Background: an optimization exercise with open tools, aiming at small area, a short achievable clock period and few clock cycles per item. Do not read the settings as production practice. Function was checked by simulation only, so behaviour that the tests miss may differ from the original. Power figures rest on the tool's default switching activity, not on a simulated workload.

Setup of job 9750:
## procedural_wipe_blend
module procedural_wipe_blend (
   input  logic        clock,
   input  logic        reset,
   input  logic        csr_valid,
   output logic        csr_ready,
   input  logic [2:0]  csr_index,
   input  logic [31:0] csr_data,
   input  logic        req_valid,
   output logic        req_ready,
   input  logic [11:0] req_pixel_x,
   input  logic [11:0] req_pixel_y,
   input  logic [7:0]  req_old_red,
   input  logic [7:0]  req_old_green,
   input  logic [7:0]  req_old_blue,
   input  logic [7:0]  req_new_red,
   input  logic [7:0]  req_new_green,
   input  logic [7:0]  req_new_blue,
   output logic        rsp_valid,
   input  logic        rsp_ready,
   output logic [7:0]  rsp_out_red,
   output logic [7:0]  rsp_out_green,
   output logic [7:0]  rsp_out_blue,
   output logic [8:0]  rsp_mix_weight
);
Size: ~4,200 cells after synthesis, roughly 150 I/O pins.
export LEC_CHECK = 0
export CAP_MARGIN = 20
export CORE_MARGIN = 2
export CORE_UTILIZATION = 55
export CTS_BUF_LIST = sky130_fd_sc_hd__clkbuf_8
export CTS_CLUSTER_SIZE = 32
export SETUP_SLACK_MARGIN = 3.3
export SLEW_MARGIN = 20
export BUFFER_PORTS_ARGS = -buffer_cell sky130_fd_sc_hd__buf_1
create_clock -name core_clock -period 7.0 [get_ports {clock}]
standard.sh (not shown) runs the stock make flow with config.mk's settings and CLKGATE_MAP_FILE= SYNTH_SCRIPT=/design/flow/synth_recipe.tcl, a recipe that flattens the netlist after the stock synthesis.
==> flow/flow/run.sh <==
#!/bin/bash
# Standard layout (the standard.sh), with the smallest buffer as the
# port buffer.
set -e
echo 'export BUFFER_PORTS_ARGS = -buffer_cell sky130_fd_sc_hd__buf_1' >> config.mk
bash standard.sh > standard.log 2>&1
Testbench counts of job 9750, summed over its fixed seeds: cycles 17,177, items 16,384.
> inputs changed (job 9750 -> job 9033)
- setting CTS_ARGS to -sink_clustering_enable -repair_clock_nets -sink_clustering_size 25 -buf_list sky130_fd_sc_hd__clkbuf_8 -dont_use_dummy_load for the first time
- changing CTS_CLUSTER_SIZE from 32 to 25
- changing CORE_UTILIZATION from 55 to 68
==> flow/flow/run.sh <==
#!/bin/bash
# Standard layout (the standard.sh), with the smallest buffer as the
# port buffer and no dummy clock loads.
set -e
echo 'export BUFFER_PORTS_ARGS = -buffer_cell sky130_fd_sc_hd__buf_1' >> config.mk
echo 'export CTS_ARGS = -sink_clustering_enable -repair_clock_nets -sink_clustering_size 25 -buf_list sky130_fd_sc_hd__clkbuf_8 -dont_use_dummy_load' >> config.mk
bash standard.sh > standard.log 2>&1
[summary]
Compared with job 9750, job 9033 is more frugal on power.
Job 9033 reports a lower pin count of the biggest net entering global routing than job 9750 does.
Compared with job 9750, in job 9033 worst setup slack after layout lost 0.0083 ns, fraction of the cycle the final worst path needs neither gained nor lost much.
Looking at critical path depth across job 9033 and job 9750, the one that comes out lower is job 9033.
Lower fraction of layout instances using a drive strength above 1 was reported by job 9033, not job 9750.
Job 9750 has a lower sequential share of layout area than job 9033.
The lower core utilization came out of job 9750.
Input-level comparison between job 9300 and job 9033:
- a deleted BUFFER_PORTS_ARGS that had been -buffer_cell sky130_fd_sc_hd__buf_1
- a change of SETUP_SLACK_MARGIN from 3.3 to 3.0
- a change of CORE_UTILIZATION from 68 to 55
- a deleted CTS_ARGS that had been -sink_clustering_enable -repair_clock_nets -sink_clustering_size 25 -buf_list sky130_fd_sc_hd__clkbuf_8 -dont_use_dummy_load
==> flow/run.sh (new file) <==
#!/bin/bash
# synth_recipe.tcl (not shown) runs the flow's synth.tcl, then flattens the netlist and writes it again
# the make line also repeats each setting of config.mk as NAME=value (left out here)
make -C /OpenROAD-flow-scripts/flow DESIGN_CONFIG=/design/flow/config.mk WORK_HOME=/design/flow/orfs CLKGATE_MAP_FILE= SYNTH_SCRIPT=/design/flow/synth_recipe.tcl finish
removed: flow/flow/run.sh
removed: flow/standard.sh
[summary]
- | placement-stage cell area | lower: job 9033 |
- Taking job 9033 as the reference point, the critical path depth of job 9300 rises by 4.
- Looking at clock skew, job 9300 sits below job 9033.
- Comparing the two runs side by side, job 9300 comes out behind job 9033 on area of the die.
- After detailed routing, job 9033 needs less wire than job 9300.
- Compared with job 9033, in job 9300 proportion of final cell area spent on non-clock buffers higher; slew at the pin with the worst max-slew slack increased by 0.31 ns relative to the old numbers.
### job 9300 -> job 7215
- a change of SETUP_SLACK_MARGIN from 3.0 to 3.2
- an added CTS_ARGS of -sink_clustering_enable -repair_clock_nets -sink_clustering_size 25 -buf_list sky130_fd_sc_hd__clkbuf_8 -dont_use_dummy_load
- an added BUFFER_PORTS_ARGS of -buffer_cell sky130_fd_sc_hd__buf_1
==> flow/flow/run.sh (new file) <==
#!/bin/bash
# Standard layout (the standard.sh), with the smallest buffer as the
# port buffer and no dummy clock loads.
set -e
echo 'export BUFFER_PORTS_ARGS = -buffer_cell sky130_fd_sc_hd__buf_1' >> config.mk
echo 'export CTS_ARGS = -sink_clustering_enable -repair_clock_nets -sink_clustering_size 25 -buf_list sky130_fd_sc_hd__clkbuf_8 -dont_use_dummy_load' >> config.mk
bash standard.sh > standard.log 2>&1
==> flow/standard.sh (new file) <==
#!/bin/bash
# synth_recipe.tcl (not shown) runs the flow's synth.tcl, then flattens the netlist and writes it again
# the make line also repeats each setting of config.mk as NAME=value (left out here)
make -C /OpenROAD-flow-scripts/flow DESIGN_CONFIG=/design/flow/config.mk WORK_HOME=/design/flow/orfs CLKGATE_MAP_FILE= SYNTH_SCRIPT=/design/flow/synth_recipe.tcl "${@:-finish}"
removed: flow/run.sh
### Flow results
Between job 9300 and job 7215, the number of placed cells counting well taps figures differ only marginally. In job 7215, per-cell via count in the routed design is higher than in job 9300. In the reports for job 7215 and job 9300, the smaller synthesis-to-finish area growth belongs to job 7215. In the metrics for job 7215 and job 9300, the one carrying the lower fraction of final layout cells sized beyond drive strength 1 is job 9300.
--- input diff job 7215..job 5854 ---
- SETUP_SLACK_MARGIN: 3.2 -> 3.3
- CORE_UTILIZATION: 55 -> 68
diff --git a/flow/flow/run.sh b/flow/flow/run.sh
--- a/flow/flow/run.sh
+++ b/flow/flow/run.sh
@@ -1,5 +1,5 @@
 #!/bin/bash
 # Standard layout (the standard.sh), with the smallest buffer as the
-# port buffer and no dummy clock loads.
+# port buffer.
 set -e
 echo 'export BUFFER_PORTS_ARGS = -buffer_cell sky130_fd_sc_hd__buf_1' >> config.mk
## What came out
Job 5854 finished end to end and its layout was clean on timing, DRC and antenna. Density: job 5854 denser than job 7215. Compared with job 7215, job 5854 shows overall power consumption higher by 1.1%. From job 7215 to job 5854 the numbers moved as follows: hold slack increased 0.033 ns, fraction of standard cell area that is sequential held.
> inputs changed (job 5854 -> job 4678)
- SETUP_SLACK_MARGIN: 3.3 -> 3.2
- CTS_ARGS: -sink_clustering_enable -repair_clock_nets -sink_clustering_size 25 -buf_list sky130_fd_sc_hd__clkbuf_8 -dont_use_dummy_load -> unset
- CORE_UTILIZATION: 68 -> 55
==> flow/flow/run.sh <==
#!/bin/bash
# Standard layout (the standard.sh), with the smallest buffer as the
# port buffer.
set -e
echo 'export BUFFER_PORTS_ARGS = -buffer_cell sky130_fd_sc_hd__buf_1' >> config.mk
bash standard.sh > standard.log 2>&1
[summary]
Job 4678: PASS, flow complete, no timing, DRC or antenna violations. Internal power consumption delta for job 4678 relative to job 5854: 3.7% higher. Power spent charging and discharging nets: job 4678 vs job 5854 up 2.0%. Compared with job 5854, in job 4678 clock buffer count in the final layout picked up an extra 18%, count of instances resized after the clock tree is built decreased 27, final non-filler cell area increased 460 um2.

[static timing again, ports no longer ideal]
Ports are ideal in the flow. The routed layouts listed here were re-timed in OpenROAD. Step 1 assumes that a clkbuf_16 drives the clock port and a buf_2 every other input. Step 2 also shifts input and output timing later by t, the mid clock arrival at the registers, as if the neighbouring blocks saw the same clock. a / b / c = ideal / step 1 / step 2; a / b = the first two.
| run | t, ns | setup WS [ns] | worst setup path after step 2 | latest minus earliest clock arrival (ns) |
|---|---|---|---|---|
| job 9750 | 0.805 | 3.348 / 3.348 / 3.143 | input to register | 0.050 / 0.050 |
| job 9033 | 0.757 | 3.339 / 3.339 / 3.162 | input to register | 0.083 / 0.082 |
| job 9300 | 0.793 | 3.162 / 3.162 / 2.518 | input to register | 0.043 / 0.043 |
| job 7215 | 0.756 | 3.226 / 3.226 / 3.226 | register to register | 0.094 / 0.094 |
| job 5854 | 0.757 | 3.339 / 3.339 / 3.162 | input to register | 0.083 / 0.082 |
| job 4678 | 0.784 | 3.277 / 3.277 / 3.277 | register to register | 0.044 / 0.043 |
After both steps setup and hold are still met in every run listed. For job 9300, which loses most, drivers alone change the setup slack by 0.000 ns; drivers and shift together by -0.644 ns.
